This design comes from an exercise in tuning for small area and a short achievable clock period on the open sky130 flow, not from production work.
At most, simulation tests tie the RTL to the original design; equivalence was not proved.
Function not checked in runs 2 and 3: the RTL went through the layout flow alone.
No activity file was given, so power comes from the tool's default toggle rates.

==> design/flow/design.v <==
package bp_pkg;
    localparam int unsigned HIST_W_DEF = 8;
    localparam int unsigned CNT_W_DEF  = 2;
    localparam int unsigned PC_W_DEF   = 32;
    localparam int unsigned MODE_GLOBAL = 0;
    localparam int unsigned MODE_GSHARE = 1;
    localparam logic [CNT_W_DEF-1:0] WEAK_NT = 2'b01;
    function automatic integer weak_nt(input integer cnt_w);
        weak_nt = (1 << (cnt_w - 1)) - 1;
    endfunction
endpackage
module sat_counter (
    input  logic clk,
    input  logic rst_n,
    input  logic en,
    input  logic inc,
    output logic dir,
    output logic sat
);
    always_ff @(posedge clk or negedge rst_n) begin
        if (!rst_n) begin
            dir    <= 1'b0;
            sat <= 1'b0;
        end else if (en) begin
            if (!sat) dir <= inc;
            sat <= (dir == inc);
        end
    end
endmodule
module gshare_predictor #(
    parameter int unsigned HIST_W = bp_pkg::HIST_W_DEF,
    parameter int unsigned PC_W   = bp_pkg::PC_W_DEF
) (
    input  logic              clk,
    input  logic              rst_n,
    input  logic              Pred_Valid,
    input  logic [PC_W-1:0]   Pred_PC,
    output logic              Pred_Taken,
    output logic [HIST_W-1:0] Pred_Index,
    input  logic              Upd_Valid,
    input  logic [HIST_W-1:0] Upd_Index,
    input  logic              Upd_Taken,
    input  logic              Upd_Mispredict,
    output logic [15:0]       Mispred_Count
);
    localparam int unsigned DEPTH = 2 ** HIST_W;
    logic [HIST_W-1:0] spec_hist;
    logic [HIST_W-1:0] arch_hist;
    logic [DEPTH-1:0]  dir;
    logic [DEPTH-1:0]  sat;
    logic              flush;
    pht_read u_read (
        .pc    (Pred_PC[HIST_W+1:2]),
        .h     (spec_hist),
        .dir   (dir),
        .idx   (Pred_Index),
        .taken (Pred_Taken)
    );
    for (genvar i = 0; i < DEPTH; i++) begin : g_pht
        sat_counter u_cnt (
            .clk    (clk),
            .rst_n  (rst_n),
            .en     (Upd_Valid && (Upd_Index == HIST_W'(i))),
            .inc    (Upd_Taken),
            .dir    (dir[i]),
            .sat (sat[i])
        );
    end
    assign flush = Upd_Valid && Upd_Mispredict;
    always_ff @(posedge clk or negedge rst_n) begin
        if (!rst_n) begin
            spec_hist <= '0;
            arch_hist <= '0;
        end else begin
            if (Upd_Valid) begin
                arch_hist <= {arch_hist[HIST_W-2:0], Upd_Taken};
            end
            if (flush) begin
                spec_hist <= {arch_hist[HIST_W-2:0], Upd_Taken};
            end else if (Pred_Valid) begin
                spec_hist <= {spec_hist[HIST_W-2:0], Pred_Taken};
            end
        end
    end
    always_ff @(posedge clk or negedge rst_n) begin
        if (!rst_n) begin
            Mispred_Count <= '0;
        end else if (flush && (Mispred_Count != 16'hFFFF)) begin
            Mispred_Count <= Mispred_Count + 16'd1;
        end
    end
endmodule
module pht_read (
    input  logic [7:0]   pc,
    input  logic [7:0]   h,
    input  logic [255:0] dir,
    output logic [7:0]   idx,
    output logic         taken
);
    assign idx   = pc ^ h;
    assign taken = dir[idx];
endmodule
==> design/flow/flow/run.sh <==
#!/bin/bash
# Layout with a hand-mapped PHT read path:
#  1. the standard synthesis, with module pht_read left as a black box;
#  2. the black box filled with flow/pht_read.v (sky130 cells, generated by
#     gen/gen_read.py) and the netlist flattened as the standard synthesis does;
#  3. the standard layout of that netlist, with buf_2 port buffers
#     and no CTS dummy loads.
set -euo pipefail
W=$PWD
LIB=$FLOW_HOME/platforms/$FLOW_PLATFORM/lib/sky130_fd_sc_hd__tt_025C_1v80.lib
YOSYS=$FLOW_HOME/../tools/install/yosys/bin/yosys
[[ -x $YOSYS ]] || YOSYS=$(command -v yosys)

SYNTH_BLACKBOXES=pht_read bash standard.sh "$W/orfs/results/$FLOW_PLATFORM/gshare_predictor/base/1_2_yosys.v" > synth.log 2>&1
cp orfs/results/$FLOW_PLATFORM/gshare_predictor/base/1_2_yosys.v synth_bb.v

cat > link.ys <<EOT
read_liberty -lib $LIB
read_verilog $W/synth_bb.v
read_verilog $W/flow/pht_read.v
hierarchy -check -top $FLOW_TOP
flatten
opt_clean -purge
check -assert
stat
write_verilog -noattr -nohex -nodec $W/linked.v
EOT
$YOSYS -s link.ys > link.log 2>&1

rm -rf orfs
export BUFFER_PORTS_ARGS="-buffer_cell sky130_fd_sc_hd__buf_2"
export CTS_ARGS="-sink_clustering_enable -repair_clock_nets -sink_clustering_size 16 -sink_clustering_max_diameter 70 -buf_list sky130_fd_sc_hd__clkbuf_8 -dont_use_dummy_load"
SYNTH_NETLIST_FILES=$W/linked.v bash standard.sh > standard.log 2>&1
==> design/flow/flow/pht_read.v <==
// Generated by gen/gen_read.py: the PHT read path of gshare_predictor mapped
// by hand to sky130_fd_sc_hd cells (same function as rtl pht_read).
module pht_read (
  input  [7:0]   pc,
  input  [7:0]   h,
  input  [255:0] dir,
  output [7:0]   idx,
  output         taken
);
  wire [7:0] x;
  wire [7:0] xn;
  wire [15:0] qn;
  wire [15:0] lo;
  wire [15:0] lo2;
  wire [15:0] hi;
  wire [127:0] t;
  wire [31:0] u;
  wire [15:0] w;
  wire [3:0] v;
  wire [1:0] y;
  sky130_fd_sc_hd__xor2_2 r1 (.A(pc[0]), .B(h[0]), .X(x[0]));
  sky130_fd_sc_hd__xnor2_2 r2 (.A(pc[0]), .B(h[0]), .Y(xn[0]));
  assign idx[0] = x[0];
  sky130_fd_sc_hd__xor2_2 r3 (.A(pc[1]), .B(h[1]), .X(x[1]));
  sky130_fd_sc_hd__xnor2_2 r4 (.A(pc[1]), .B(h[1]), .Y(xn[1]));
  assign idx[1] = x[1];
  sky130_fd_sc_hd__xor2_2 r5 (.A(pc[2]), .B(h[2]), .X(x[2]));
  sky130_fd_sc_hd__xnor2_2 r6 (.A(pc[2]), .B(h[2]), .Y(xn[2]));
  assign idx[2] = x[2];
  sky130_fd_sc_hd__xor2_2 r7 (.A(pc[3]), .B(h[3]), .X(x[3]));
  sky130_fd_sc_hd__xnor2_2 r8 (.A(pc[3]), .B(h[3]), .Y(xn[3]));
  assign idx[3] = x[3];
  sky130_fd_sc_hd__xor2_2 r9 (.A(pc[4]), .B(h[4]), .X(x[4]));
  sky130_fd_sc_hd__xnor2_2 r10 (.A(pc[4]), .B(h[4]), .Y(xn[4]));
  assign idx[4] = x[4];
  sky130_fd_sc_hd__xor2_2 r11 (.A(pc[5]), .B(h[5]), .X(x[5]));
  sky130_fd_sc_hd__xnor2_2 r12 (.A(pc[5]), .B(h[5]), .Y(xn[5]));
  assign idx[5] = x[5];
  sky130_fd_sc_hd__xor2_2 r13 (.A(pc[6]), .B(h[6]), .X(x[6]));
  sky130_fd_sc_hd__xnor2_2 r14 (.A(pc[6]), .B(h[6]), .Y(xn[6]));
  assign idx[6] = x[6];
  sky130_fd_sc_hd__xor2_2 r15 (.A(pc[7]), .B(h[7]), .X(x[7]));
  sky130_fd_sc_hd__xnor2_2 r16 (.A(pc[7]), .B(h[7]), .Y(xn[7]));
  assign idx[7] = x[7];
  sky130_fd_sc_hd__nand2_4 r17 (.A(xn[0]), .B(xn[1]), .Y(qn[0]));
  sky130_fd_sc_hd__nand2_4 r18 (.A(x[0]), .B(xn[1]), .Y(qn[1]));
  sky130_fd_sc_hd__nand2_4 r19 (.A(xn[0]), .B(x[1]), .Y(qn[2]));
  sky130_fd_sc_hd__nand2_4 r20 (.A(x[0]), .B(x[1]), .Y(qn[3]));
  sky130_fd_sc_hd__nand2_4 r21 (.A(xn[2]), .B(xn[3]), .Y(qn[4]));
  sky130_fd_sc_hd__nand2_4 r22 (.A(x[2]), .B(xn[3]), .Y(qn[5]));
  sky130_fd_sc_hd__nand2_4 r23 (.A(xn[2]), .B(x[3]), .Y(qn[6]));
  sky130_fd_sc_hd__nand2_4 r24 (.A(x[2]), .B(x[3]), .Y(qn[7]));
  sky130_fd_sc_hd__nand2_4 r25 (.A(xn[4]), .B(xn[5]), .Y(qn[8]));
  sky130_fd_sc_hd__nand2_4 r26 (.A(x[4]), .B(xn[5]), .Y(qn[9]));
  sky130_fd_sc_hd__nand2_4 r27 (.A(xn[4]), .B(x[5]), .Y(qn[10]));
  sky130_fd_sc_hd__nand2_4 r28 (.A(x[4]), .B(x[5]), .Y(qn[11]));
  sky130_fd_sc_hd__nand2_4 r29 (.A(xn[6]), .B(xn[7]), .Y(qn[12]));
  sky130_fd_sc_hd__nand2_4 r30 (.A(x[6]), .B(xn[7]), .Y(qn[13]));
  sky130_fd_sc_hd__nand2_4 r31 (.A(xn[6]), .B(x[7]), .Y(qn[14]));
  sky130_fd_sc_hd__nand2_4 r32 (.A(x[6]), .B(x[7]), .Y(qn[15]));
  sky130_fd_sc_hd__nor2_2 r33 (.A(qn[0]), .B(qn[4]), .Y(lo[0]));
  sky130_fd_sc_hd__nor2_2 r34 (.A(qn[0]), .B(qn[4]), .Y(lo2[0]));
  sky130_fd_sc_hd__nor2_1 r35 (.A(qn[8]), .B(qn[12]), .Y(hi[0]));
  sky130_fd_sc_hd__nor2_2 r36 (.A(qn[1]), .B(qn[4]), .Y(lo[1]));
  sky130_fd_sc_hd__nor2_2 r37 (.A(qn[1]), .B(qn[4]), .Y(lo2[1]));
  sky130_fd_sc_hd__nor2_1 r38 (.A(qn[9]), .B(qn[12]), .Y(hi[1]));
  sky130_fd_sc_hd__nor2_2 r39 (.A(qn[2]), .B(qn[4]), .Y(lo[2]));
  sky130_fd_sc_hd__nor2_2 r40 (.A(qn[2]), .B(qn[4]), .Y(lo2[2]));
  sky130_fd_sc_hd__nor2_1 r41 (.A(qn[10]), .B(qn[12]), .Y(hi[2]));
  sky130_fd_sc_hd__nor2_2 r42 (.A(qn[3]), .B(qn[4]), .Y(lo[3]));
  sky130_fd_sc_hd__nor2_2 r43 (.A(qn[3]), .B(qn[4]), .Y(lo2[3]));
  sky130_fd_sc_hd__nor2_1 r44 (.A(qn[11]), .B(qn[12]), .Y(hi[3]));
  sky130_fd_sc_hd__nor2_2 r45 (.A(qn[0]), .B(qn[5]), .Y(lo[4]));
  sky130_fd_sc_hd__nor2_2 r46 (.A(qn[0]), .B(qn[5]), .Y(lo2[4]));
  sky130_fd_sc_hd__nor2_1 r47 (.A(qn[8]), .B(qn[13]), .Y(hi[4]));
  sky130_fd_sc_hd__nor2_2 r48 (.A(qn[1]), .B(qn[5]), .Y(lo[5]));
  sky130_fd_sc_hd__nor2_2 r49 (.A(qn[1]), .B(qn[5]), .Y(lo2[5]));
  sky130_fd_sc_hd__nor2_1 r50 (.A(qn[9]), .B(qn[13]), .Y(hi[5]));
  sky130_fd_sc_hd__nor2_2 r51 (.A(qn[2]), .B(qn[5]), .Y(lo[6]));
  sky130_fd_sc_hd__nor2_2 r52 (.A(qn[2]), .B(qn[5]), .Y(lo2[6]));
  sky130_fd_sc_hd__nor2_1 r53 (.A(qn[10]), .B(qn[13]), .Y(hi[6]));
  sky130_fd_sc_hd__nor2_2 r54 (.A(qn[3]), .B(qn[5]), .Y(lo[7]));
  sky130_fd_sc_hd__nor2_2 r55 (.A(qn[3]), .B(qn[5]), .Y(lo2[7]));
  sky130_fd_sc_hd__nor2_1 r56 (.A(qn[11]), .B(qn[13]), .Y(hi[7]));
  sky130_fd_sc_hd__nor2_2 r57 (.A(qn[0]), .B(qn[6]), .Y(lo[8]));
  sky130_fd_sc_hd__nor2_2 r58 (.A(qn[0]), .B(qn[6]), .Y(lo2[8]));
  sky130_fd_sc_hd__nor2_1 r59 (.A(qn[8]), .B(qn[14]), .Y(hi[8]));
  sky130_fd_sc_hd__nor2_2 r60 (.A(qn[1]), .B(qn[6]), .Y(lo[9]));
  sky130_fd_sc_hd__nor2_2 r61 (.A(qn[1]), .B(qn[6]), .Y(lo2[9]));
  sky130_fd_sc_hd__nor2_1 r62 (.A(qn[9]), .B(qn[14]), .Y(hi[9]));
  sky130_fd_sc_hd__nor2_2 r63 (.A(qn[2]), .B(qn[6]), .Y(lo[10]));
  sky130_fd_sc_hd__nor2_2 r64 (.A(qn[2]), .B(qn[6]), .Y(lo2[10]));
  sky130_fd_sc_hd__nor2_1 r65 (.A(qn[10]), .B(qn[14]), .Y(hi[10]));
  sky130_fd_sc_hd__nor2_2 r66 (.A(qn[3]), .B(qn[6]), .Y(lo[11]));
  sky130_fd_sc_hd__nor2_2 r67 (.A(qn[3]), .B(qn[6]), .Y(lo2[11]));
  sky130_fd_sc_hd__nor2_1 r68 (.A(qn[11]), .B(qn[14]), .Y(hi[11]));
  sky130_fd_sc_hd__nor2_2 r69 (.A(qn[0]), .B(qn[7]), .Y(lo[12]));
  sky130_fd_sc_hd__nor2_2 r70 (.A(qn[0]), .B(qn[7]), .Y(lo2[12]));
  sky130_fd_sc_hd__nor2_1 r71 (.A(qn[8]), .B(qn[15]), .Y(hi[12]));
  sky130_fd_sc_hd__nor2_2 r72 (.A(qn[1]), .B(qn[7]), .Y(lo[13]));
  sky130_fd_sc_hd__nor2_2 r73 (.A(qn[1]), .B(qn[7]), .Y(lo2[13]));
  sky130_fd_sc_hd__nor2_1 r74 (.A(qn[9]), .B(qn[15]), .Y(hi[13]));
  sky130_fd_sc_hd__nor2_2 r75 (.A(qn[2]), .B(qn[7]), .Y(lo[14]));
  sky130_fd_sc_hd__nor2_2 r76 (.A(qn[2]), .B(qn[7]), .Y(lo2[14]));
  sky130_fd_sc_hd__nor2_1 r77 (.A(qn[10]), .B(qn[15]), .Y(hi[14]));
  sky130_fd_sc_hd__nor2_2 r78 (.A(qn[3]), .B(qn[7]), .Y(lo[15]));
  sky130_fd_sc_hd__nor2_2 r79 (.A(qn[3]), .B(qn[7]), .Y(lo2[15]));
  sky130_fd_sc_hd__nor2_1 r80 (.A(qn[11]), .B(qn[15]), .Y(hi[15]));
  sky130_fd_sc_hd__a22oi_1 r81 (.A1(dir[0]), .A2(lo[0]), .B1(dir[1]), .B2(lo[1]), .Y(t[0]));
  sky130_fd_sc_hd__a22oi_1 r82 (.A1(dir[2]), .A2(lo[2]), .B1(dir[3]), .B2(lo[3]), .Y(t[1]));
  sky130_fd_sc_hd__a22oi_1 r83 (.A1(dir[4]), .A2(lo[4]), .B1(dir[5]), .B2(lo[5]), .Y(t[2]));
  sky130_fd_sc_hd__a22oi_1 r84 (.A1(dir[6]), .A2(lo[6]), .B1(dir[7]), .B2(lo[7]), .Y(t[3]));
  sky130_fd_sc_hd__a22oi_1 r85 (.A1(dir[8]), .A2(lo[8]), .B1(dir[9]), .B2(lo[9]), .Y(t[4]));
  sky130_fd_sc_hd__a22oi_1 r86 (.A1(dir[10]), .A2(lo[10]), .B1(dir[11]), .B2(lo[11]), .Y(t[5]));
  sky130_fd_sc_hd__a22oi_1 r87 (.A1(dir[12]), .A2(lo[12]), .B1(dir[13]), .B2(lo[13]), .Y(t[6]));
  sky130_fd_sc_hd__a22oi_1 r88 (.A1(dir[14]), .A2(lo[14]), .B1(dir[15]), .B2(lo[15]), .Y(t[7]));
  sky130_fd_sc_hd__nand4_1 r89 (.A(t[0]), .B(t[1]), .C(t[2]), .D(t[3]), .Y(u[0]));
  sky130_fd_sc_hd__nand4_1 r90 (.A(t[4]), .B(t[5]), .C(t[6]), .D(t[7]), .Y(u[1]));
  sky130_fd_sc_hd__o21ai_1 r91 (.A1(u[0]), .A2(u[1]), .B1(hi[0]), .Y(w[0]));
  sky130_fd_sc_hd__a22oi_1 r92 (.A1(dir[16]), .A2(lo[0]), .B1(dir[17]), .B2(lo[1]), .Y(t[8]));
  sky130_fd_sc_hd__a22oi_1 r93 (.A1(dir[18]), .A2(lo[2]), .B1(dir[19]), .B2(lo[3]), .Y(t[9]));
  sky130_fd_sc_hd__a22oi_1 r94 (.A1(dir[20]), .A2(lo[4]), .B1(dir[21]), .B2(lo[5]), .Y(t[10]));
  sky130_fd_sc_hd__a22oi_1 r95 (.A1(dir[22]), .A2(lo[6]), .B1(dir[23]), .B2(lo[7]), .Y(t[11]));
  sky130_fd_sc_hd__a22oi_1 r96 (.A1(dir[24]), .A2(lo[8]), .B1(dir[25]), .B2(lo[9]), .Y(t[12]));
  sky130_fd_sc_hd__a22oi_1 r97 (.A1(dir[26]), .A2(lo[10]), .B1(dir[27]), .B2(lo[11]), .Y(t[13]));
  sky130_fd_sc_hd__a22oi_1 r98 (.A1(dir[28]), .A2(lo[12]), .B1(dir[29]), .B2(lo[13]), .Y(t[14]));
  sky130_fd_sc_hd__a22oi_1 r99 (.A1(dir[30]), .A2(lo[14]), .B1(dir[31]), .B2(lo[15]), .Y(t[15]));
  sky130_fd_sc_hd__nand4_1 r100 (.A(t[8]), .B(t[9]), .C(t[10]), .D(t[11]), .Y(u[2]));
  sky130_fd_sc_hd__nand4_1 r101 (.A(t[12]), .B(t[13]), .C(t[14]), .D(t[15]), .Y(u[3]));
  sky130_fd_sc_hd__o21ai_1 r102 (.A1(u[2]), .A2(u[3]), .B1(hi[1]), .Y(w[1]));
  sky130_fd_sc_hd__a22oi_1 r103 (.A1(dir[32]), .A2(lo[0]), .B1(dir[33]), .B2(lo[1]), .Y(t[16]));
  sky130_fd_sc_hd__a22oi_1 r104 (.A1(dir[34]), .A2(lo[2]), .B1(dir[35]), .B2(lo[3]), .Y(t[17]));
  sky130_fd_sc_hd__a22oi_1 r105 (.A1(dir[36]), .A2(lo[4]), .B1(dir[37]), .B2(lo[5]), .Y(t[18]));
  sky130_fd_sc_hd__a22oi_1 r106 (.A1(dir[38]), .A2(lo[6]), .B1(dir[39]), .B2(lo[7]), .Y(t[19]));
  sky130_fd_sc_hd__a22oi_1 r107 (.A1(dir[40]), .A2(lo[8]), .B1(dir[41]), .B2(lo[9]), .Y(t[20]));
  sky130_fd_sc_hd__a22oi_1 r108 (.A1(dir[42]), .A2(lo[10]), .B1(dir[43]), .B2(lo[11]), .Y(t[21]));
  sky130_fd_sc_hd__a22oi_1 r109 (.A1(dir[44]), .A2(lo[12]), .B1(dir[45]), .B2(lo[13]), .Y(t[22]));
  sky130_fd_sc_hd__a22oi_1 r110 (.A1(dir[46]), .A2(lo[14]), .B1(dir[47]), .B2(lo[15]), .Y(t[23]));
  sky130_fd_sc_hd__nand4_1 r111 (.A(t[16]), .B(t[17]), .C(t[18]), .D(t[19]), .Y(u[4]));
  sky130_fd_sc_hd__nand4_1 r112 (.A(t[20]), .B(t[21]), .C(t[22]), .D(t[23]), .Y(u[5]));
  sky130_fd_sc_hd__o21ai_1 r113 (.A1(u[4]), .A2(u[5]), .B1(hi[2]), .Y(w[2]));
  sky130_fd_sc_hd__a22oi_1 r114 (.A1(dir[48]), .A2(lo[0]), .B1(dir[49]), .B2(lo[1]), .Y(t[24]));
  sky130_fd_sc_hd__a22oi_1 r115 (.A1(dir[50]), .A2(lo[2]), .B1(dir[51]), .B2(lo[3]), .Y(t[25]));
  sky130_fd_sc_hd__a22oi_1 r116 (.A1(dir[52]), .A2(lo[4]), .B1(dir[53]), .B2(lo[5]), .Y(t[26]));
  sky130_fd_sc_hd__a22oi_1 r117 (.A1(dir[54]), .A2(lo[6]), .B1(dir[55]), .B2(lo[7]), .Y(t[27]));
  sky130_fd_sc_hd__a22oi_1 r118 (.A1(dir[56]), .A2(lo[8]), .B1(dir[57]), .B2(lo[9]), .Y(t[28]));
  sky130_fd_sc_hd__a22oi_1 r119 (.A1(dir[58]), .A2(lo[10]), .B1(dir[59]), .B2(lo[11]), .Y(t[29]));
  sky130_fd_sc_hd__a22oi_1 r120 (.A1(dir[60]), .A2(lo[12]), .B1(dir[61]), .B2(lo[13]), .Y(t[30]));
  sky130_fd_sc_hd__a22oi_1 r121 (.A1(dir[62]), .A2(lo[14]), .B1(dir[63]), .B2(lo[15]), .Y(t[31]));
  sky130_fd_sc_hd__nand4_1 r122 (.A(t[24]), .B(t[25]), .C(t[26]), .D(t[27]), .Y(u[6]));
  sky130_fd_sc_hd__nand4_1 r123 (.A(t[28]), .B(t[29]), .C(t[30]), .D(t[31]), .Y(u[7]));
  sky130_fd_sc_hd__o21ai_1 r124 (.A1(u[6]), .A2(u[7]), .B1(hi[3]), .Y(w[3]));
  sky130_fd_sc_hd__a22oi_1 r125 (.A1(dir[64]), .A2(lo[0]), .B1(dir[65]), .B2(lo[1]), .Y(t[32]));
  sky130_fd_sc_hd__a22oi_1 r126 (.A1(dir[66]), .A2(lo[2]), .B1(dir[67]), .B2(lo[3]), .Y(t[33]));
  sky130_fd_sc_hd__a22oi_1 r127 (.A1(dir[68]), .A2(lo[4]), .B1(dir[69]), .B2(lo[5]), .Y(t[34]));
  sky130_fd_sc_hd__a22oi_1 r128 (.A1(dir[70]), .A2(lo[6]), .B1(dir[71]), .B2(lo[7]), .Y(t[35]));
  sky130_fd_sc_hd__a22oi_1 r129 (.A1(dir[72]), .A2(lo[8]), .B1(dir[73]), .B2(lo[9]), .Y(t[36]));
  sky130_fd_sc_hd__a22oi_1 r130 (.A1(dir[74]), .A2(lo[10]), .B1(dir[75]), .B2(lo[11]), .Y(t[37]));
  sky130_fd_sc_hd__a22oi_1 r131 (.A1(dir[76]), .A2(lo[12]), .B1(dir[77]), .B2(lo[13]), .Y(t[38]));
  sky130_fd_sc_hd__a22oi_1 r132 (.A1(dir[78]), .A2(lo[14]), .B1(dir[79]), .B2(lo[15]), .Y(t[39]));
  sky130_fd_sc_hd__nand4_1 r133 (.A(t[32]), .B(t[33]), .C(t[34]), .D(t[35]), .Y(u[8]));
  sky130_fd_sc_hd__nand4_1 r134 (.A(t[36]), .B(t[37]), .C(t[38]), .D(t[39]), .Y(u[9]));
  sky130_fd_sc_hd__o21ai_1 r135 (.A1(u[8]), .A2(u[9]), .B1(hi[4]), .Y(w[4]));
  sky130_fd_sc_hd__a22oi_1 r136 (.A1(dir[80]), .A2(lo[0]), .B1(dir[81]), .B2(lo[1]), .Y(t[40]));
  sky130_fd_sc_hd__a22oi_1 r137 (.A1(dir[82]), .A2(lo[2]), .B1(dir[83]), .B2(lo[3]), .Y(t[41]));
  sky130_fd_sc_hd__a22oi_1 r138 (.A1(dir[84]), .A2(lo[4]), .B1(dir[85]), .B2(lo[5]), .Y(t[42]));
  sky130_fd_sc_hd__a22oi_1 r139 (.A1(dir[86]), .A2(lo[6]), .B1(dir[87]), .B2(lo[7]), .Y(t[43]));
  sky130_fd_sc_hd__a22oi_1 r140 (.A1(dir[88]), .A2(lo[8]), .B1(dir[89]), .B2(lo[9]), .Y(t[44]));
  sky130_fd_sc_hd__a22oi_1 r141 (.A1(dir[90]), .A2(lo[10]), .B1(dir[91]), .B2(lo[11]), .Y(t[45]));
  sky130_fd_sc_hd__a22oi_1 r142 (.A1(dir[92]), .A2(lo[12]), .B1(dir[93]), .B2(lo[13]), .Y(t[46]));
  sky130_fd_sc_hd__a22oi_1 r143 (.A1(dir[94]), .A2(lo[14]), .B1(dir[95]), .B2(lo[15]), .Y(t[47]));
  sky130_fd_sc_hd__nand4_1 r144 (.A(t[40]), .B(t[41]), .C(t[42]), .D(t[43]), .Y(u[10]));
  sky130_fd_sc_hd__nand4_1 r145 (.A(t[44]), .B(t[45]), .C(t[46]), .D(t[47]), .Y(u[11]));
  sky130_fd_sc_hd__o21ai_1 r146 (.A1(u[10]), .A2(u[11]), .B1(hi[5]), .Y(w[5]));
  sky130_fd_sc_hd__a22oi_1 r147 (.A1(dir[96]), .A2(lo[0]), .B1(dir[97]), .B2(lo[1]), .Y(t[48]));
  sky130_fd_sc_hd__a22oi_1 r148 (.A1(dir[98]), .A2(lo[2]), .B1(dir[99]), .B2(lo[3]), .Y(t[49]));
  sky130_fd_sc_hd__a22oi_1 r149 (.A1(dir[100]), .A2(lo[4]), .B1(dir[101]), .B2(lo[5]), .Y(t[50]));
  sky130_fd_sc_hd__a22oi_1 r150 (.A1(dir[102]), .A2(lo[6]), .B1(dir[103]), .B2(lo[7]), .Y(t[51]));
  sky130_fd_sc_hd__a22oi_1 r151 (.A1(dir[104]), .A2(lo[8]), .B1(dir[105]), .B2(lo[9]), .Y(t[52]));
  sky130_fd_sc_hd__a22oi_1 r152 (.A1(dir[106]), .A2(lo[10]), .B1(dir[107]), .B2(lo[11]), .Y(t[53]));
  sky130_fd_sc_hd__a22oi_1 r153 (.A1(dir[108]), .A2(lo[12]), .B1(dir[109]), .B2(lo[13]), .Y(t[54]));
  sky130_fd_sc_hd__a22oi_1 r154 (.A1(dir[110]), .A2(lo[14]), .B1(dir[111]), .B2(lo[15]), .Y(t[55]));
  sky130_fd_sc_hd__nand4_1 r155 (.A(t[48]), .B(t[49]), .C(t[50]), .D(t[51]), .Y(u[12]));
  sky130_fd_sc_hd__nand4_1 r156 (.A(t[52]), .B(t[53]), .C(t[54]), .D(t[55]), .Y(u[13]));
  sky130_fd_sc_hd__o21ai_1 r157 (.A1(u[12]), .A2(u[13]), .B1(hi[6]), .Y(w[6]));
  sky130_fd_sc_hd__a22oi_1 r158 (.A1(dir[112]), .A2(lo[0]), .B1(dir[113]), .B2(lo[1]), .Y(t[56]));
  sky130_fd_sc_hd__a22oi_1 r159 (.A1(dir[114]), .A2(lo[2]), .B1(dir[115]), .B2(lo[3]), .Y(t[57]));
  sky130_fd_sc_hd__a22oi_1 r160 (.A1(dir[116]), .A2(lo[4]), .B1(dir[117]), .B2(lo[5]), .Y(t[58]));
  sky130_fd_sc_hd__a22oi_1 r161 (.A1(dir[118]), .A2(lo[6]), .B1(dir[119]), .B2(lo[7]), .Y(t[59]));
  sky130_fd_sc_hd__a22oi_1 r162 (.A1(dir[120]), .A2(lo[8]), .B1(dir[121]), .B2(lo[9]), .Y(t[60]));
  sky130_fd_sc_hd__a22oi_1 r163 (.A1(dir[122]), .A2(lo[10]), .B1(dir[123]), .B2(lo[11]), .Y(t[61]));
  sky130_fd_sc_hd__a22oi_1 r164 (.A1(dir[124]), .A2(lo[12]), .B1(dir[125]), .B2(lo[13]), .Y(t[62]));
  sky130_fd_sc_hd__a22oi_1 r165 (.A1(dir[126]), .A2(lo[14]), .B1(dir[127]), .B2(lo[15]), .Y(t[63]));
  sky130_fd_sc_hd__nand4_1 r166 (.A(t[56]), .B(t[57]), .C(t[58]), .D(t[59]), .Y(u[14]));
  sky130_fd_sc_hd__nand4_1 r167 (.A(t[60]), .B(t[61]), .C(t[62]), .D(t[63]), .Y(u[15]));
  sky130_fd_sc_hd__o21ai_1 r168 (.A1(u[14]), .A2(u[15]), .B1(hi[7]), .Y(w[7]));
  sky130_fd_sc_hd__a22oi_1 r169 (.A1(dir[128]), .A2(lo2[0]), .B1(dir[129]), .B2(lo2[1]), .Y(t[64]));
  sky130_fd_sc_hd__a22oi_1 r170 (.A1(dir[130]), .A2(lo2[2]), .B1(dir[131]), .B2(lo2[3]), .Y(t[65]));
  sky130_fd_sc_hd__a22oi_1 r171 (.A1(dir[132]), .A2(lo2[4]), .B1(dir[133]), .B2(lo2[5]), .Y(t[66]));
  sky130_fd_sc_hd__a22oi_1 r172 (.A1(dir[134]), .A2(lo2[6]), .B1(dir[135]), .B2(lo2[7]), .Y(t[67]));
  sky130_fd_sc_hd__a22oi_1 r173 (.A1(dir[136]), .A2(lo2[8]), .B1(dir[137]), .B2(lo2[9]), .Y(t[68]));
  sky130_fd_sc_hd__a22oi_1 r174 (.A1(dir[138]), .A2(lo2[10]), .B1(dir[139]), .B2(lo2[11]), .Y(t[69]));
  sky130_fd_sc_hd__a22oi_1 r175 (.A1(dir[140]), .A2(lo2[12]), .B1(dir[141]), .B2(lo2[13]), .Y(t[70]));
  sky130_fd_sc_hd__a22oi_1 r176 (.A1(dir[142]), .A2(lo2[14]), .B1(dir[143]), .B2(lo2[15]), .Y(t[71]));
  sky130_fd_sc_hd__nand4_1 r177 (.A(t[64]), .B(t[65]), .C(t[66]), .D(t[67]), .Y(u[16]));
  sky130_fd_sc_hd__nand4_1 r178 (.A(t[68]), .B(t[69]), .C(t[70]), .D(t[71]), .Y(u[17]));
  sky130_fd_sc_hd__o21ai_1 r179 (.A1(u[16]), .A2(u[17]), .B1(hi[8]), .Y(w[8]));
  sky130_fd_sc_hd__a22oi_1 r180 (.A1(dir[144]), .A2(lo2[0]), .B1(dir[145]), .B2(lo2[1]), .Y(t[72]));
  sky130_fd_sc_hd__a22oi_1 r181 (.A1(dir[146]), .A2(lo2[2]), .B1(dir[147]), .B2(lo2[3]), .Y(t[73]));
  sky130_fd_sc_hd__a22oi_1 r182 (.A1(dir[148]), .A2(lo2[4]), .B1(dir[149]), .B2(lo2[5]), .Y(t[74]));
  sky130_fd_sc_hd__a22oi_1 r183 (.A1(dir[150]), .A2(lo2[6]), .B1(dir[151]), .B2(lo2[7]), .Y(t[75]));
  sky130_fd_sc_hd__a22oi_1 r184 (.A1(dir[152]), .A2(lo2[8]), .B1(dir[153]), .B2(lo2[9]), .Y(t[76]));
  sky130_fd_sc_hd__a22oi_1 r185 (.A1(dir[154]), .A2(lo2[10]), .B1(dir[155]), .B2(lo2[11]), .Y(t[77]));
  sky130_fd_sc_hd__a22oi_1 r186 (.A1(dir[156]), .A2(lo2[12]), .B1(dir[157]), .B2(lo2[13]), .Y(t[78]));
  sky130_fd_sc_hd__a22oi_1 r187 (.A1(dir[158]), .A2(lo2[14]), .B1(dir[159]), .B2(lo2[15]), .Y(t[79]));
  sky130_fd_sc_hd__nand4_1 r188 (.A(t[72]), .B(t[73]), .C(t[74]), .D(t[75]), .Y(u[18]));
  sky130_fd_sc_hd__nand4_1 r189 (.A(t[76]), .B(t[77]), .C(t[78]), .D(t[79]), .Y(u[19]));
  sky130_fd_sc_hd__o21ai_1 r190 (.A1(u[18]), .A2(u[19]), .B1(hi[9]), .Y(w[9]));
  sky130_fd_sc_hd__a22oi_1 r191 (.A1(dir[160]), .A2(lo2[0]), .B1(dir[161]), .B2(lo2[1]), .Y(t[80]));
  sky130_fd_sc_hd__a22oi_1 r192 (.A1(dir[162]), .A2(lo2[2]), .B1(dir[163]), .B2(lo2[3]), .Y(t[81]));
  sky130_fd_sc_hd__a22oi_1 r193 (.A1(dir[164]), .A2(lo2[4]), .B1(dir[165]), .B2(lo2[5]), .Y(t[82]));
  sky130_fd_sc_hd__a22oi_1 r194 (.A1(dir[166]), .A2(lo2[6]), .B1(dir[167]), .B2(lo2[7]), .Y(t[83]));
  sky130_fd_sc_hd__a22oi_1 r195 (.A1(dir[168]), .A2(lo2[8]), .B1(dir[169]), .B2(lo2[9]), .Y(t[84]));
  sky130_fd_sc_hd__a22oi_1 r196 (.A1(dir[170]), .A2(lo2[10]), .B1(dir[171]), .B2(lo2[11]), .Y(t[85]));
  sky130_fd_sc_hd__a22oi_1 r197 (.A1(dir[172]), .A2(lo2[12]), .B1(dir[173]), .B2(lo2[13]), .Y(t[86]));
  sky130_fd_sc_hd__a22oi_1 r198 (.A1(dir[174]), .A2(lo2[14]), .B1(dir[175]), .B2(lo2[15]), .Y(t[87]));
  sky130_fd_sc_hd__nand4_1 r199 (.A(t[80]), .B(t[81]), .C(t[82]), .D(t[83]), .Y(u[20]));
  sky130_fd_sc_hd__nand4_1 r200 (.A(t[84]), .B(t[85]), .C(t[86]), .D(t[87]), .Y(u[21]));
  sky130_fd_sc_hd__o21ai_1 r201 (.A1(u[20]), .A2(u[21]), .B1(hi[10]), .Y(w[10]));
  sky130_fd_sc_hd__a22oi_1 r202 (.A1(dir[176]), .A2(lo2[0]), .B1(dir[177]), .B2(lo2[1]), .Y(t[88]));
  sky130_fd_sc_hd__a22oi_1 r203 (.A1(dir[178]), .A2(lo2[2]), .B1(dir[179]), .B2(lo2[3]), .Y(t[89]));
  sky130_fd_sc_hd__a22oi_1 r204 (.A1(dir[180]), .A2(lo2[4]), .B1(dir[181]), .B2(lo2[5]), .Y(t[90]));
  sky130_fd_sc_hd__a22oi_1 r205 (.A1(dir[182]), .A2(lo2[6]), .B1(dir[183]), .B2(lo2[7]), .Y(t[91]));
  sky130_fd_sc_hd__a22oi_1 r206 (.A1(dir[184]), .A2(lo2[8]), .B1(dir[185]), .B2(lo2[9]), .Y(t[92]));
  sky130_fd_sc_hd__a22oi_1 r207 (.A1(dir[186]), .A2(lo2[10]), .B1(dir[187]), .B2(lo2[11]), .Y(t[93]));
  sky130_fd_sc_hd__a22oi_1 r208 (.A1(dir[188]), .A2(lo2[12]), .B1(dir[189]), .B2(lo2[13]), .Y(t[94]));
  sky130_fd_sc_hd__a22oi_1 r209 (.A1(dir[190]), .A2(lo2[14]), .B1(dir[191]), .B2(lo2[15]), .Y(t[95]));
  sky130_fd_sc_hd__nand4_1 r210 (.A(t[88]), .B(t[89]), .C(t[90]), .D(t[91]), .Y(u[22]));
  sky130_fd_sc_hd__nand4_1 r211 (.A(t[92]), .B(t[93]), .C(t[94]), .D(t[95]), .Y(u[23]));
  sky130_fd_sc_hd__o21ai_1 r212 (.A1(u[22]), .A2(u[23]), .B1(hi[11]), .Y(w[11]));
  sky130_fd_sc_hd__a22oi_1 r213 (.A1(dir[192]), .A2(lo2[0]), .B1(dir[193]), .B2(lo2[1]), .Y(t[96]));
  sky130_fd_sc_hd__a22oi_1 r214 (.A1(dir[194]), .A2(lo2[2]), .B1(dir[195]), .B2(lo2[3]), .Y(t[97]));
  sky130_fd_sc_hd__a22oi_1 r215 (.A1(dir[196]), .A2(lo2[4]), .B1(dir[197]), .B2(lo2[5]), .Y(t[98]));
  sky130_fd_sc_hd__a22oi_1 r216 (.A1(dir[198]), .A2(lo2[6]), .B1(dir[199]), .B2(lo2[7]), .Y(t[99]));
  sky130_fd_sc_hd__a22oi_1 r217 (.A1(dir[200]), .A2(lo2[8]), .B1(dir[201]), .B2(lo2[9]), .Y(t[100]));
  sky130_fd_sc_hd__a22oi_1 r218 (.A1(dir[202]), .A2(lo2[10]), .B1(dir[203]), .B2(lo2[11]), .Y(t[101]));
  sky130_fd_sc_hd__a22oi_1 r219 (.A1(dir[204]), .A2(lo2[12]), .B1(dir[205]), .B2(lo2[13]), .Y(t[102]));
  sky130_fd_sc_hd__a22oi_1 r220 (.A1(dir[206]), .A2(lo2[14]), .B1(dir[207]), .B2(lo2[15]), .Y(t[103]));
  sky130_fd_sc_hd__nand4_1 r221 (.A(t[96]), .B(t[97]), .C(t[98]), .D(t[99]), .Y(u[24]));
  sky130_fd_sc_hd__nand4_1 r222 (.A(t[100]), .B(t[101]), .C(t[102]), .D(t[103]), .Y(u[25]));
  sky130_fd_sc_hd__o21ai_1 r223 (.A1(u[24]), .A2(u[25]), .B1(hi[12]), .Y(w[12]));
  sky130_fd_sc_hd__a22oi_1 r224 (.A1(dir[208]), .A2(lo2[0]), .B1(dir[209]), .B2(lo2[1]), .Y(t[104]));
  sky130_fd_sc_hd__a22oi_1 r225 (.A1(dir[210]), .A2(lo2[2]), .B1(dir[211]), .B2(lo2[3]), .Y(t[105]));
  sky130_fd_sc_hd__a22oi_1 r226 (.A1(dir[212]), .A2(lo2[4]), .B1(dir[213]), .B2(lo2[5]), .Y(t[106]));
  sky130_fd_sc_hd__a22oi_1 r227 (.A1(dir[214]), .A2(lo2[6]), .B1(dir[215]), .B2(lo2[7]), .Y(t[107]));
  sky130_fd_sc_hd__a22oi_1 r228 (.A1(dir[216]), .A2(lo2[8]), .B1(dir[217]), .B2(lo2[9]), .Y(t[108]));
  sky130_fd_sc_hd__a22oi_1 r229 (.A1(dir[218]), .A2(lo2[10]), .B1(dir[219]), .B2(lo2[11]), .Y(t[109]));
  sky130_fd_sc_hd__a22oi_1 r230 (.A1(dir[220]), .A2(lo2[12]), .B1(dir[221]), .B2(lo2[13]), .Y(t[110]));
  sky130_fd_sc_hd__a22oi_1 r231 (.A1(dir[222]), .A2(lo2[14]), .B1(dir[223]), .B2(lo2[15]), .Y(t[111]));
  sky130_fd_sc_hd__nand4_1 r232 (.A(t[104]), .B(t[105]), .C(t[106]), .D(t[107]), .Y(u[26]));
  sky130_fd_sc_hd__nand4_1 r233 (.A(t[108]), .B(t[109]), .C(t[110]), .D(t[111]), .Y(u[27]));
  sky130_fd_sc_hd__o21ai_1 r234 (.A1(u[26]), .A2(u[27]), .B1(hi[13]), .Y(w[13]));
  sky130_fd_sc_hd__a22oi_1 r235 (.A1(dir[224]), .A2(lo2[0]), .B1(dir[225]), .B2(lo2[1]), .Y(t[112]));
  sky130_fd_sc_hd__a22oi_1 r236 (.A1(dir[226]), .A2(lo2[2]), .B1(dir[227]), .B2(lo2[3]), .Y(t[113]));
  sky130_fd_sc_hd__a22oi_1 r237 (.A1(dir[228]), .A2(lo2[4]), .B1(dir[229]), .B2(lo2[5]), .Y(t[114]));
  sky130_fd_sc_hd__a22oi_1 r238 (.A1(dir[230]), .A2(lo2[6]), .B1(dir[231]), .B2(lo2[7]), .Y(t[115]));
  sky130_fd_sc_hd__a22oi_1 r239 (.A1(dir[232]), .A2(lo2[8]), .B1(dir[233]), .B2(lo2[9]), .Y(t[116]));
  sky130_fd_sc_hd__a22oi_1 r240 (.A1(dir[234]), .A2(lo2[10]), .B1(dir[235]), .B2(lo2[11]), .Y(t[117]));
  sky130_fd_sc_hd__a22oi_1 r241 (.A1(dir[236]), .A2(lo2[12]), .B1(dir[237]), .B2(lo2[13]), .Y(t[118]));
  sky130_fd_sc_hd__a22oi_1 r242 (.A1(dir[238]), .A2(lo2[14]), .B1(dir[239]), .B2(lo2[15]), .Y(t[119]));
  sky130_fd_sc_hd__nand4_1 r243 (.A(t[112]), .B(t[113]), .C(t[114]), .D(t[115]), .Y(u[28]));
  sky130_fd_sc_hd__nand4_1 r244 (.A(t[116]), .B(t[117]), .C(t[118]), .D(t[119]), .Y(u[29]));
  sky130_fd_sc_hd__o21ai_1 r245 (.A1(u[28]), .A2(u[29]), .B1(hi[14]), .Y(w[14]));
  sky130_fd_sc_hd__a22oi_1 r246 (.A1(dir[240]), .A2(lo2[0]), .B1(dir[241]), .B2(lo2[1]), .Y(t[120]));
  sky130_fd_sc_hd__a22oi_1 r247 (.A1(dir[242]), .A2(lo2[2]), .B1(dir[243]), .B2(lo2[3]), .Y(t[121]));
  sky130_fd_sc_hd__a22oi_1 r248 (.A1(dir[244]), .A2(lo2[4]), .B1(dir[245]), .B2(lo2[5]), .Y(t[122]));
  sky130_fd_sc_hd__a22oi_1 r249 (.A1(dir[246]), .A2(lo2[6]), .B1(dir[247]), .B2(lo2[7]), .Y(t[123]));
  sky130_fd_sc_hd__a22oi_1 r250 (.A1(dir[248]), .A2(lo2[8]), .B1(dir[249]), .B2(lo2[9]), .Y(t[124]));
  sky130_fd_sc_hd__a22oi_1 r251 (.A1(dir[250]), .A2(lo2[10]), .B1(dir[251]), .B2(lo2[11]), .Y(t[125]));
  sky130_fd_sc_hd__a22oi_1 r252 (.A1(dir[252]), .A2(lo2[12]), .B1(dir[253]), .B2(lo2[13]), .Y(t[126]));
  sky130_fd_sc_hd__a22oi_1 r253 (.A1(dir[254]), .A2(lo2[14]), .B1(dir[255]), .B2(lo2[15]), .Y(t[127]));
  sky130_fd_sc_hd__nand4_1 r254 (.A(t[120]), .B(t[121]), .C(t[122]), .D(t[123]), .Y(u[30]));
  sky130_fd_sc_hd__nand4_1 r255 (.A(t[124]), .B(t[125]), .C(t[126]), .D(t[127]), .Y(u[31]));
  sky130_fd_sc_hd__o21ai_1 r256 (.A1(u[30]), .A2(u[31]), .B1(hi[15]), .Y(w[15]));
  sky130_fd_sc_hd__nand4_2 r257 (.A(w[0]), .B(w[1]), .C(w[2]), .D(w[3]), .Y(v[0]));
  sky130_fd_sc_hd__nand4_2 r258 (.A(w[4]), .B(w[5]), .C(w[6]), .D(w[7]), .Y(v[1]));
  sky130_fd_sc_hd__nand4_2 r259 (.A(w[8]), .B(w[9]), .C(w[10]), .D(w[11]), .Y(v[2]));
  sky130_fd_sc_hd__nand4_2 r260 (.A(w[12]), .B(w[13]), .C(w[14]), .D(w[15]), .Y(v[3]));
  sky130_fd_sc_hd__nor2_2 r261 (.A(v[0]), .B(v[1]), .Y(y[0]));
  sky130_fd_sc_hd__nor2_2 r262 (.A(v[2]), .B(v[3]), .Y(y[1]));
  sky130_fd_sc_hd__nand2_2 r263 (.A(y[0]), .B(y[1]), .Y(taken));
endmodule
==> design/flow/standard.sh <==
#!/bin/bash
# synth_recipe.tcl (not shown) runs the flow's synth.tcl, then flattens the netlist and writes it again
# the make line also repeats each setting of config.mk as NAME=value (left out here)
make -C /OpenROAD-flow-scripts/flow DESIGN_CONFIG=/design/flow/config.mk WORK_HOME=/design/flow/orfs CLKGATE_MAP_FILE= SYNTH_SCRIPT=/design/flow/synth_recipe.tcl "${@:-finish}"
==> design/flow/config.mk <==
export PLATFORM = sky130hd
export DESIGN_NAME = gshare_predictor
export DESIGN_NICKNAME = gshare_predictor
export VERILOG_FILES = /design/flow/design.v
export SDC_FILE = /design/flow/constraint.sdc
export NUM_CORES = 4
export LEC_CHECK = 0
export CAP_MARGIN = 20
export CORE_MARGIN = 2
export CORE_UTILIZATION = 70
export CTS_BUF_LIST = sky130_fd_sc_hd__clkbuf_8
export CTS_CLUSTER_DIAMETER = 70
export CTS_CLUSTER_SIZE = 16
export PLACE_DENSITY = 0.74
export SETUP_SLACK_MARGIN = 3.0
export SLEW_MARGIN = 20
==> design/flow/constraint.sdc <==
create_clock -name core_clock -period 7.5 [get_ports {clk}]
set_input_delay 1.5000 -clock core_clock [delete_from_list [all_inputs] [get_ports {clk}]]
set_output_delay 1.5000 -clock core_clock [all_outputs]
set_load 0.01 [all_outputs]
==> impl_metrics.ini, run 1 <==
[status]
status = no timing/DRC/antenna violations

[critical_path]
ff2ff_path_depth = 12
path_class = in -> out
critPathMaxFanout = 8
worstReg2RegStart = spec_hist[1]
crit_arrival_ns = 3.50
timing.rr.end = spec_hist[0]
ff2ff_setup_slack_ns = 4.77
worst_ep_required_time_ns = 6.00
crit_path_start_kind = input port
cp-end-kind = primary output

[die]
die_width_um = 201
io_pins = 71
die_area_mm2 = 0.0404
start_util = 0.706
core-area_mm2 = 0.0385
die_y_um = 201
num_rows = 72

[run]
drv_cap = 0

[pwr]
clockPowerShare = 0.252
vdd_drop_max_mv = 0.182
power_switching_mw = 1.66
power_density_mw_per_mm2 = 194
p_leak_nw = 12.5
p_seq_frac = 0.586
sw_frac_of_total = 0.299
p_comb_frac = 0.162
finalPower_mw = 5.54
internal_power_mw = 3.88

[route]
viasPerCell = 6.59
dr.pass1.iters = 5
vias = 19000
postRouteWirelength_mm = 62.1
drc = 0
drtIter0Drc = 1524
ant_nets = 0
routedWlPerCell_um = 21.5

[placed_design]
port_buffers = 46
dp_hpwl_mm = 38.7
place.gp.congestion = 0.851
dp.cells = 2834

[timing]
tns_ns = 0
period_share = 0.667
rsz0062_at_grt = yes
slew_viol_final = 0
min_period_ns = 5.00
max_slew.worst_pin.slew_ns = 0.992
max_slew_margin = 0.338
clock.fmax_mhz = 200
setup_viol = 0
final_hold_viol_count = 0
skew_ns = 0.0424

[global_routing]
grt_max_degree = 159
track_usage = 0.314
grt_overflow = 0
grt_pass1_vias = 18900
antenna_found_initial = 0
grt_pass1_wl_mm = 101

[hold_path]
hp-start = arch_hist[6]
worstHoldPathCells = 2
holdPathEnd = spec_hist[7]
hp-class = reg -> reg

[cts]
clock_latency_ns = 0.63
cts_tree = built
htree_levels = 2
clkTransAtPathRegs_ns = 0.10
clockBufferDepth = 3
cts_sinks = 543
cts_root_buf = clkbuf_8
cts_made_buffers = 40
cts_hold_buf = 0

[layout]
fin_nets = 2416
drive_above_1_share = 0.218
final_cells = 2885
areaGrowthSynthToFinish_pct = 5.30
final_util = 0.743
antenna_cells = 0

[synth]
synth_cells = 2456
synth_area_mm2 = 0.0272
syn_nets = 2503
yosysWarnings = 0
syn_avg_cell_area_um2 = 11.1
## final cells by class
class,instances,area (um2)
inverters,1,3.75
multi-input cells,1696,13100
clock buffers,40,551
well taps,518,648
repair buffers,87,702
flip-flops and latches,543,13600
fillers,2664,9870
## registers in the layout, summed over array words and instances, names as in the netlist
register / cells
Mispred_Count: 16
arch_hist: 7
g_pht.u_cnt.dir: 256
g_pht.u_cnt.sat: 256
spec_hist: 8
## stage by stage
stage / instance area, um2 / hold WS (ns) / setup slack, ns
2_1_floorplan: 27200 / 0.446 / 3.27
4_1_cts: 28400 / 0.443 / 2.54
3_5_place_dp: 27500 / 0.471 / 2.35
3_3_place_gp: 27500 / 0.469 / 2.35
6_report: 28600 / 0.445 / 2.50
5_1_grt: 28600 / 0.491 / 2.50
## worst max-delay path, stage by stage
cell     delay [ns]
buf_12         0.12
xor2_4         0.21
nand2_4        0.13
buf_12         0.14
nor2_4         0.10
a22oi_2        0.18
nand4_1        0.31
o21ai_1        0.28
nand4_2        0.14
nor2_4         0.17
nand2_4        0.09
buf_6          0.13
## layer usage
layer  global-route usage  up-vias  share of wire
met4                0.109        0          0.029
met5                    0        -              0
li1                     -     8794              -
met1                0.441     9612           0.45
met3               0.0477      107          0.055
met2                0.505      499           0.47
## layout by cell type (no fill, tap or decap), drive strengths merged, types with 4 or more instances in the layout
cell	count
a22oi	128
and2	4
buf	87
clkbuf	40
dfrtp	543
mux2	271
mux2i	8
nand2	51
nand3	24
nand4	46
nor2	63
nor2b	8
nor3	259
nor4	5
nor4b	4
o21ai	273
o31ai	249
xnor2	15
xor2	272
## worst max path at each step
stage                     startpoint          to  slack (ns)  cells past startpoint
after floorplan           Pred_PC[3]  Pred_Taken        3.27                      9
after global placement    Pred_PC[3]  Pred_Taken        2.35                     11
after detailed placement  Pred_PC[3]  Pred_Taken        2.35                     11
after CTS                 Pred_PC[2]  Pred_Taken        2.54                     12
after global routing      Pred_PC[2]  Pred_Taken        2.50                     12
final                     Pred_PC[2]  Pred_Taken        2.50                     12
## power groups by stage
stage / Sequential, mW / Combinational [mW] / Clock [mW]
floorplan: 3.27 / 0.530 / 0
global placement: 3.28 / 0.769 / 0
detailed placement: 3.30 / 0.800 / 0
CTS: 3.25 / 0.868 / 1.44
global route: 3.28 / 0.970 / 1.54
finish: 3.25 / 0.896 / 1.39
## what timing repair did
item,in CTS,in global routing
setup endpoints to repair,1,1
gates resized for setup,62,21
setup buffers,3,5
pin swaps,26,32
==> run 2, diff against run 1 <==
--- a/design/flow/design.v
+++ b/design/flow/design.v
@@ -11,19 +11,25 @@
 endpackage
 module sat_counter (
-    input  logic clk,
-    input  logic rst_n,
-    input  logic en,
-    input  logic inc,
-    output logic dir,
-    output logic sat
+    input  logic [255:0] dir,
+    input  logic [255:0] sat,
+    input  logic [15:0]  r,
+    input  logic [15:0]  r_n,
+    input  logic [15:0]  ra,
+    input  logic [15:0]  ra_n,
+    input  logic [15:0]  rb_n,
+    input  logic [15:0]  c,
+    input  logic [15:0]  c_n,
+    output logic [255:0] dir_next,
+    output logic [255:0] sat_next
 );
-    always_ff @(posedge clk or negedge rst_n) begin
-        if (!rst_n) begin
-            dir    <= 1'b0;
-            sat <= 1'b0;
-        end else if (en) begin
-            if (!sat) dir <= inc;
-            sat <= (dir == inc);
-        end
+    for (genvar i = 0; i < 256; i++) begin : g_cnt
+        localparam int R = i / 16;
+        localparam int C = i % 16;
+        logic hold_n, agree_n, idle_n;
+        assign hold_n      = ~((sat[i] | r_n[R] | c_n[C]) & dir[i]);
+        assign dir_next[i] = ~((sat[i] | c_n[C] | ra_n[R]) & hold_n);
+        assign agree_n     = ~((~dir[i] & ~ra[R]) | (dir[i] & rb_n[R]));
+        assign idle_n      = ~((r[R] & c[C]) | sat[i]);
+        assign sat_next[i] = ~((agree_n & c[C]) | idle_n);
     end
 endmodule
@@ -57,13 +63,39 @@
         .taken (Pred_Taken)
     );
-    for (genvar i = 0; i < DEPTH; i++) begin : g_pht
-        sat_counter u_cnt (
-            .clk    (clk),
-            .rst_n  (rst_n),
-            .en     (Upd_Valid && (Upd_Index == HIST_W'(i))),
-            .inc    (Upd_Taken),
-            .dir    (dir[i]),
-            .sat (sat[i])
-        );
+    logic [15:0] r, r_n, ra, ra_n, rb_n, c, c_n;
+    logic [DEPTH-1:0] dir_next;
+    logic [DEPTH-1:0] sat_next;
+    always_comb begin
+        for (int k = 0; k < 16; k++) begin
+            r[k]    = Upd_Valid && (Upd_Index[7:4] == 4'(k));
+            r_n[k]  = !r[k];
+            ra[k]   = r[k] && Upd_Taken;
+            ra_n[k] = !ra[k];
+            rb_n[k] = !(r[k] && !Upd_Taken);
+            c[k]    = (Upd_Index[3:0] == 4'(k));
+            c_n[k]  = !c[k];
+        end
+    end
+    sat_counter u_upd (
+        .dir      (dir),
+        .sat      (sat),
+        .r        (r),
+        .r_n      (r_n),
+        .ra       (ra),
+        .ra_n     (ra_n),
+        .rb_n     (rb_n),
+        .c        (c),
+        .c_n      (c_n),
+        .dir_next (dir_next),
+        .sat_next (sat_next)
+    );
+    always_ff @(posedge clk or negedge rst_n) begin
+        if (!rst_n) begin
+            dir <= '0;
+            sat <= '0;
+        end else begin
+            dir <= dir_next;
+            sat <= sat_next;
+        end
     end
     assign flush = Upd_Valid && Upd_Mispredict;
--- a/design/flow/flow/run.sh
+++ b/design/flow/flow/run.sh
@@ -1,7 +1,9 @@
 #!/bin/bash
-# Layout with a hand-mapped PHT read path:
-#  1. the standard synthesis, with module pht_read left as a black box;
-#  2. the black box filled with flow/pht_read.v (sky130 cells, generated by
-#     gen/gen_read.py) and the netlist flattened as the standard synthesis does;
+# Layout with a hand-mapped PHT read path and PHT next-state logic:
+#  1. the standard synthesis, with modules pht_read and sat_counter left
+#     as black boxes;
+#  2. the black boxes filled with flow/pht_read.v (sky130 cells, generated by
+#     gen/gen_read.py) and the output of flow/gen_upd.py (sky130 cells), and
+#     the netlist flattened as the standard synthesis does;
 #  3. the standard layout of that netlist, with buf_2 port buffers
 #     and no CTS dummy loads.
@@ -12,6 +14,7 @@
 [[ -x $YOSYS ]] || YOSYS=$(command -v yosys)
 
-SYNTH_BLACKBOXES=pht_read bash standard.sh "$W/orfs/results/$FLOW_PLATFORM/gshare_predictor/base/1_2_yosys.v" > synth.log 2>&1
+SYNTH_BLACKBOXES="pht_read sat_counter" bash standard.sh "$W/orfs/results/$FLOW_PLATFORM/gshare_predictor/base/1_2_yosys.v" > synth.log 2>&1
 cp orfs/results/$FLOW_PLATFORM/gshare_predictor/base/1_2_yosys.v synth_bb.v
+python3 flow/gen_upd.py $W/sat_counter_map.v
 
 cat > link.ys <<EOT
@@ -19,4 +22,5 @@
 read_verilog $W/synth_bb.v
 read_verilog $W/flow/pht_read.v
+read_verilog $W/sat_counter_map.v
 hierarchy -check -top $FLOW_TOP
 flatten
==> design/flow/flow/gen_upd.py (new file) <==
#!/usr/bin/env python3
"""Writes module sat_counter (the PHT next-state logic of rtl/sat_counter.sv)
mapped by hand to sky130_fd_sc_hd cells, five per counter, to the file named
by its argument. flow/run.sh runs it (as flow/gen_upd.py) during the layout."""
import sys

L = []
n = [0]


def cell(typ, **pins):
    n[0] += 1
    conns = ", ".join(f".{p}({s})" for p, s in pins.items())
    L.append(f"  sky130_fd_sc_hd__{typ} u{n[0]} ({conns});")


for i in range(256):
    r, c = i // 16, i % 16
    d, s = f"dir[{i}]", f"sat[{i}]"
    L.append(f"  wire hold_n_{i}, agree_n_{i}, idle_n_{i};")
    cell("o31ai_1", A1=s, A2=f"r_n[{r}]", A3=f"c_n[{c}]", B1=d, Y=f"hold_n_{i}")
    cell("o31ai_1", A1=s, A2=f"c_n[{c}]", A3=f"ra_n[{r}]", B1=f"hold_n_{i}", Y=f"dir_next[{i}]")
    cell("a2bb2oi_1", A1_N=d, A2_N=f"ra[{r}]", B1=d, B2=f"rb_n[{r}]", Y=f"agree_n_{i}")
    cell("a21oi_1", A1=f"r[{r}]", A2=f"c[{c}]", B1=s, Y=f"idle_n_{i}")
    cell("a21oi_1", A1=f"agree_n_{i}", A2=f"c[{c}]", B1=f"idle_n_{i}", Y=f"sat_next[{i}]")

hdr = """// Generated by gen/gen_upd.py: the PHT next-state logic (rtl sat_counter)
// mapped by hand to sky130_fd_sc_hd cells.
module sat_counter (
  input  [255:0] dir,
  input  [255:0] sat,
  input  [15:0]  r,
  input  [15:0]  r_n,
  input  [15:0]  ra,
  input  [15:0]  ra_n,
  input  [15:0]  rb_n,
  input  [15:0]  c,
  input  [15:0]  c_n,
  output [255:0] dir_next,
  output [255:0] sat_next
);
"""
with open(sys.argv[1], "w") as f:
    f.write(hdr + "\n".join(L) + "\nendmodule\n")
==> impl_metrics.ini, run 2 <==
[cts]
htree_levels = 2
cts_tree = built
cts_hold_buf = 0
cts_root_buf = clkbuf_8
clock_latency_ns = 0.66
cts_sinks = 543
cts_made_buffers = 40
clkTransAtPathRegs_ns = 0.10
clockBufferDepth = 3

[critical_path]
crit_path_start_kind = input port
path_class = in -> out
crit_arrival_ns = 3.59
worst_ep_required_time_ns = 6.00
critPathMaxFanout = 8
cp-end-kind = primary output

[timing]
max_slew.worst_pin.slew_ns = 1.05
slew_viol_final = 0
period_share = 0.678
whs_ns = 0.478
max_slew_margin = 0.295
clock.fmax_mhz = 197
min_period_ns = 5.09
rsz0062_at_grt = yes
final_hold_viol_count = 0
skew_ns = 0.0272
setup_viol = 0
tns_ns = 0

[global_routing]
grt_overflow = 0
grt_pass1_wl_mm = 133
track_usage = 0.459
grt_max_degree = 184
antenna_found_initial = 3
grt_pass1_vias = 22700

[route]
drtIter0Drc = 3611
postRouteWirelength_mm = 87.7
dr.pass1.iters = 6
ant_nets = 0
viasPerCell = 7.95
routedWlPerCell_um = 29.9
drc = 0
vias = 23300

[die]
die_area_mm2 = 0.0380
core-area_mm2 = 0.0357
io_pins = 71
start_util = 0.714
die_width_um = 195
num_rows = 69
die_y_um = 195

[pwr]
p_leak_nw = 11.8
power_density_mw_per_mm2 = 209
vdd_drop_max_mv = 0.167
finalPower_mw = 5.88

[synth]
yosysWarnings = 0
syn_avg_cell_area_um2 = 11.1
synth_cells = 2309
syn_nets = 2356
synth_area_mm2 = 0.0255

[layout]
final_cell_mix = 543 x dfrtp_1, 521 x a21oi_1, 512 x o31ai_1
drive_above_1_share = 0.123
final_util = 0.787
final_cells = 2928
fin_nets = 2513
mostFrequentLayoutCell = dfrtp_1
areaGrowthSynthToFinish_pct = 10.3
reg_top3 = dir: 256 flops, sat: 256 flops, Mispred_Count: 16 flops

[status]
status = no timing/DRC/antenna violations

[placed_design]
dp.cells = 2855
port_buffers = 46
dp_hpwl_mm = 50.8
place.gp.congestion = 0.904

[run]
drv_cap = 0

[hold_path]
hp-class = reg -> reg
-- run 2: cell type report --
type,instances,area (um2)
Multi-Input combinational cell,1712,12300
Antenna cell,3,7.51
Clock buffer,40,551
Tap cell,461,577
Timing Repair Buffer,125,1010
Fill cell,2308,7600
Sequential cell,543,13600
Inverter,44,165
-- run 2: where the power goes --
part           leakage [nW]  internal [mW]  switching (mW)
Sequential             7.40           3.14           0.237
Combinational          4.06          0.372           0.707
Clock                 0.288          0.481           0.939
-- run 2: worst paths after layout --
check	cells past startpoint	to	slack, ns	from
max	12	Pred_Taken	2.41	Pred_PC[3]
min	1	dir[185]	0.48	sat[185]
max reg2reg	13	spec_hist[0]	4.44	spec_hist[2]
min reg2reg	1	dir[185]	0.48	sat[185]
max in group asynchronous	2	sat[55]	5.07	rst_n
min in group asynchronous	1	sat[135]	0.90	rst_n
-- run 2: critical path, stage by stage --
cell     delay (ns)
buf_12         0.12
xor2_4         0.21
buf_12         0.18
nand2_8        0.15
nor2_4         0.15
a22oi_2        0.17
nand4_1        0.27
o21ai_2        0.25
nand4_2        0.15
nor2_4         0.19
nand2_4        0.10
buf_6          0.13
-- run 2: through the flow --
step | area [um2] | setup WS (ns)
floorplan | 25500 | 3.27
global placement | 26800 | 2.12
detailed placement | 26800 | 2.08
CTS | 28100 | 2.56
global route | 28100 | 2.41
finish | 28100 | 2.41
-- run 2: layer usage --
metal  vias to the layer above  GRT usage  part of all wire
met5                         -     0.0102           0.00056
li1                       9767          -                 -
met1                     11300      0.602              0.36
met3                       502      0.126              0.13
met2                      1761      0.678              0.44
met4                         2      0.296             0.075
-- run 2: repair_timing --
item	CTS	global route
setup endpoints to repair	1	1
buffers inserted	29	1
gates resized for setup	73	13
pin swaps	34	20
==> run 3, diff against run 2 <==
--- a/design/flow/config.mk
+++ b/design/flow/config.mk
@@ -8,9 +8,8 @@
 export CAP_MARGIN = 20
 export CORE_MARGIN = 2
-export CORE_UTILIZATION = 70
+export CORE_UTILIZATION = 60
 export CTS_BUF_LIST = sky130_fd_sc_hd__clkbuf_8
 export CTS_CLUSTER_DIAMETER = 70
 export CTS_CLUSTER_SIZE = 16
-export PLACE_DENSITY = 0.74
 export SETUP_SLACK_MARGIN = 3.0
 export SLEW_MARGIN = 20
==> impl_metrics.ini, run 3 <==
[pwr]
power_density_mw_per_mm2 = 209
vdd_drop_max_mv = 0.161
p_leak_nw = 11.9

[critical_path]
worst_ep_required_time_ns = 6.00
critPathMaxStageDelay_ns = 0.31
crit_arrival_ns = 3.69
cp-end-kind = primary output
cp_slowest_cell = o21ai_1
critPathMaxFanout = 8
crit_path_start_kind = input port
ff2ff_setup_slack_ns = 4.53
path_class = in -> out
path_cells = buf_4, xor2_4, nand2_4, buf_6, nor2_4, buf_12, a22oi_1, nand4_1, o21ai_1, nand4_2, nor2_4, nand2_4, buf_6

[cts]
cts_tree = built
clkTransAtPathRegs_ns = 0.10
clock_latency_ns = 0.64
cts_sinks = 543
cts_hold_buf = 0
htree_levels = 2
cts_made_buffers = 41
cts_root_buf = clkbuf_8
clockBufferDepth = 3

[route]
routedWlPerCell_um = 30.2
drtIter0Drc = 3307
vias = 23000
drc = 0
dr.pass1.iters = 6
postRouteWirelength_mm = 91.4
viasPerCell = 7.60
ant_nets = 0

[placed_design]
dp.cells = 2935
dp_hpwl_mm = 50.8
dpl_cell_area_mm2 = 0.0269
port_buffers = 46
place.gp.congestion = 0.910

[run]
drv_cap = 0

[layout]
fin_nets = 2531
final_cell_area_mm2 = 0.0284
reg_top3 = dir: 256 flops, sat: 256 flops, Mispred_Count: 16 flops
final_cell_mix = 543 x dfrtp_1, 521 x a21oi_1, 512 x o31ai_1
final_cells = 3021
drive_above_1_share = 0.127
nFillCells = 3227
antenna_cells = 0
mostFrequentLayoutCell = dfrtp_1
areaGrowthSynthToFinish_pct = 11.4

[global_routing]
track_usage = 0.406
grtUsageMet1 = 0.562
antenna_found_initial = 3
grt_overflow = 0
grt_max_degree = 182
met3_usage = 0.0913
use_met2 = 0.599
grt_pass1_vias = 21700
top_usage_layer = met2
grt_pass1_wl_mm = 134

[die]
start_util = 0.609
die_y_um = 210
die_area_mm2 = 0.0442
die_width_um = 210
io_pins = 71
num_rows = 75
core-area_mm2 = 0.0419

[timing]
min_period_ns = 5.19
max_slew_margin = 0.236
max_slew.worst_pin.slew_ns = 1.14
rsz0062_at_grt = yes
skew_ns = 0.0384
final_hold_viol_count = 0
setup_viol = 0
slew_viol_final = 0
tns_ns = 0
period_share = 0.692
clock.fmax_mhz = 193

[synth]
syn_avg_cell_area_um2 = 11.1
syn_nets = 2356
yosysWarnings = 0
synth_area_mm2 = 0.0255
synth_cells = 2309

[status]
status = no timing/DRC/antenna violations

[hold_path]
hp-class = reg -> reg
-- run 3: path summary, 6_finish.rpt --
kind	startpoint	to	cells past startpoint
max in group asynchronous	rst_n	sat[167]	2
min in group asynchronous	rst_n	sat[128]	1
setup reg to reg	spec_hist[3]	spec_hist[0]	13
setup / recovery	Pred_PC[2]	Pred_Taken	13
hold reg to reg	sat[167]	dir[167]	1
hold / removal	sat[167]	dir[167]	1
-- run 3: layout make-up --
type                       count  area, um2  share of cell area
clock buffer                  41        564              0.0198
inverter                      44        165             0.00581
multi-input combinational   1712      12200               0.429
sequential                   543      13600               0.478
tap                          539        674              0.0237
timing repair buffer         142       1230              0.0432
-- run 3: per-stage QoR --
stage / utilization / power, mW / setup slack [ns] / hold WS (ns)
3_5_place_dp: 0.642 / 4.31 / 2.20 / 0.473
2_1_floorplan: - / 3.90 / 3.27 / 0.458
5_1_grt: 0.678 / 6.13 / 2.33 / 0.481
4_1_cts: 0.661 / 5.77 / 2.46 / 0.456
6_report: 0.678 / 5.94 / 2.31 / 0.454
3_3_place_gp: 0.642 / 4.26 / 2.19 / 0.461
-- run 3: repair_timing --
action	in CTS	in global routing
resized for setup	44	42
setup buffers	3	42
hold endpoints to repair	0	0
pin swaps	20	43
setup endpoints to repair	1	1
-- run 3: report_power, final --
part	internal, mW	leakage, nW	switching (mW)
clock	0.493	0.295	0.958
combinational	0.398	4.18	0.709
sequential	3.14	7.40	0.233
-- run 3: worst max-delay path: cells and delay by family --
family	cells	cell delay (ns)
buf+inv	4	0.58
simple gates	6	0.87
compound gates	2	0.51
xor+xnor	1	0.21
-- run 3: routing by layer --
| metal | routed length, um | vias up |
|---|---|---|
| li1 | - | 9808 |
| met1 | 35500 | 11300 |
| met2 | 40300 | 1552 |
| met3 | 10900 | 277 |
| met4 | 4620 | 8 |
| met5 | 95 | - |

==> separate check: timing with driven ports <==
The results above use ideal ports. As a check the final layouts listed here were re-extracted and re-timed, cells and wires unchanged.
Step 1 sets driving cells, clkbuf_16 on the clock port and buf_2 on the other inputs (assumed; they add their load-dependent delay and slew).
Step 2 adds t to the input delays and takes it off the output delays; t is the mean of the earliest and latest rising clock arrival at the registers after step 1. Input paths then give back, and output paths get back, about the clock's delay inside the block.
Three values: ideal ports, drivers, drivers and shift; two values: the first two.
run	t (ns)	slack for setup (ns)	clock arrival spread, ns	slew at the worst register clock pin (ns)	cell pins on the clock port's net
run 1	0.675	2.496 / 2.451 / 2.451	0.058 / 0.058	0.11 / 0.11	1
run 2	0.710	2.414 / 2.364 / 2.364	0.036 / 0.037	0.11 / 0.11	1
run 3	0.682	2.308 / 2.284 / 2.284	0.049 / 0.048	0.11 / 0.11	1
After both steps setup and hold are still met in every run listed. The setup slack of run 2, which loses most, moves by -0.050 ns with the drivers and by -0.050 ns with both steps.
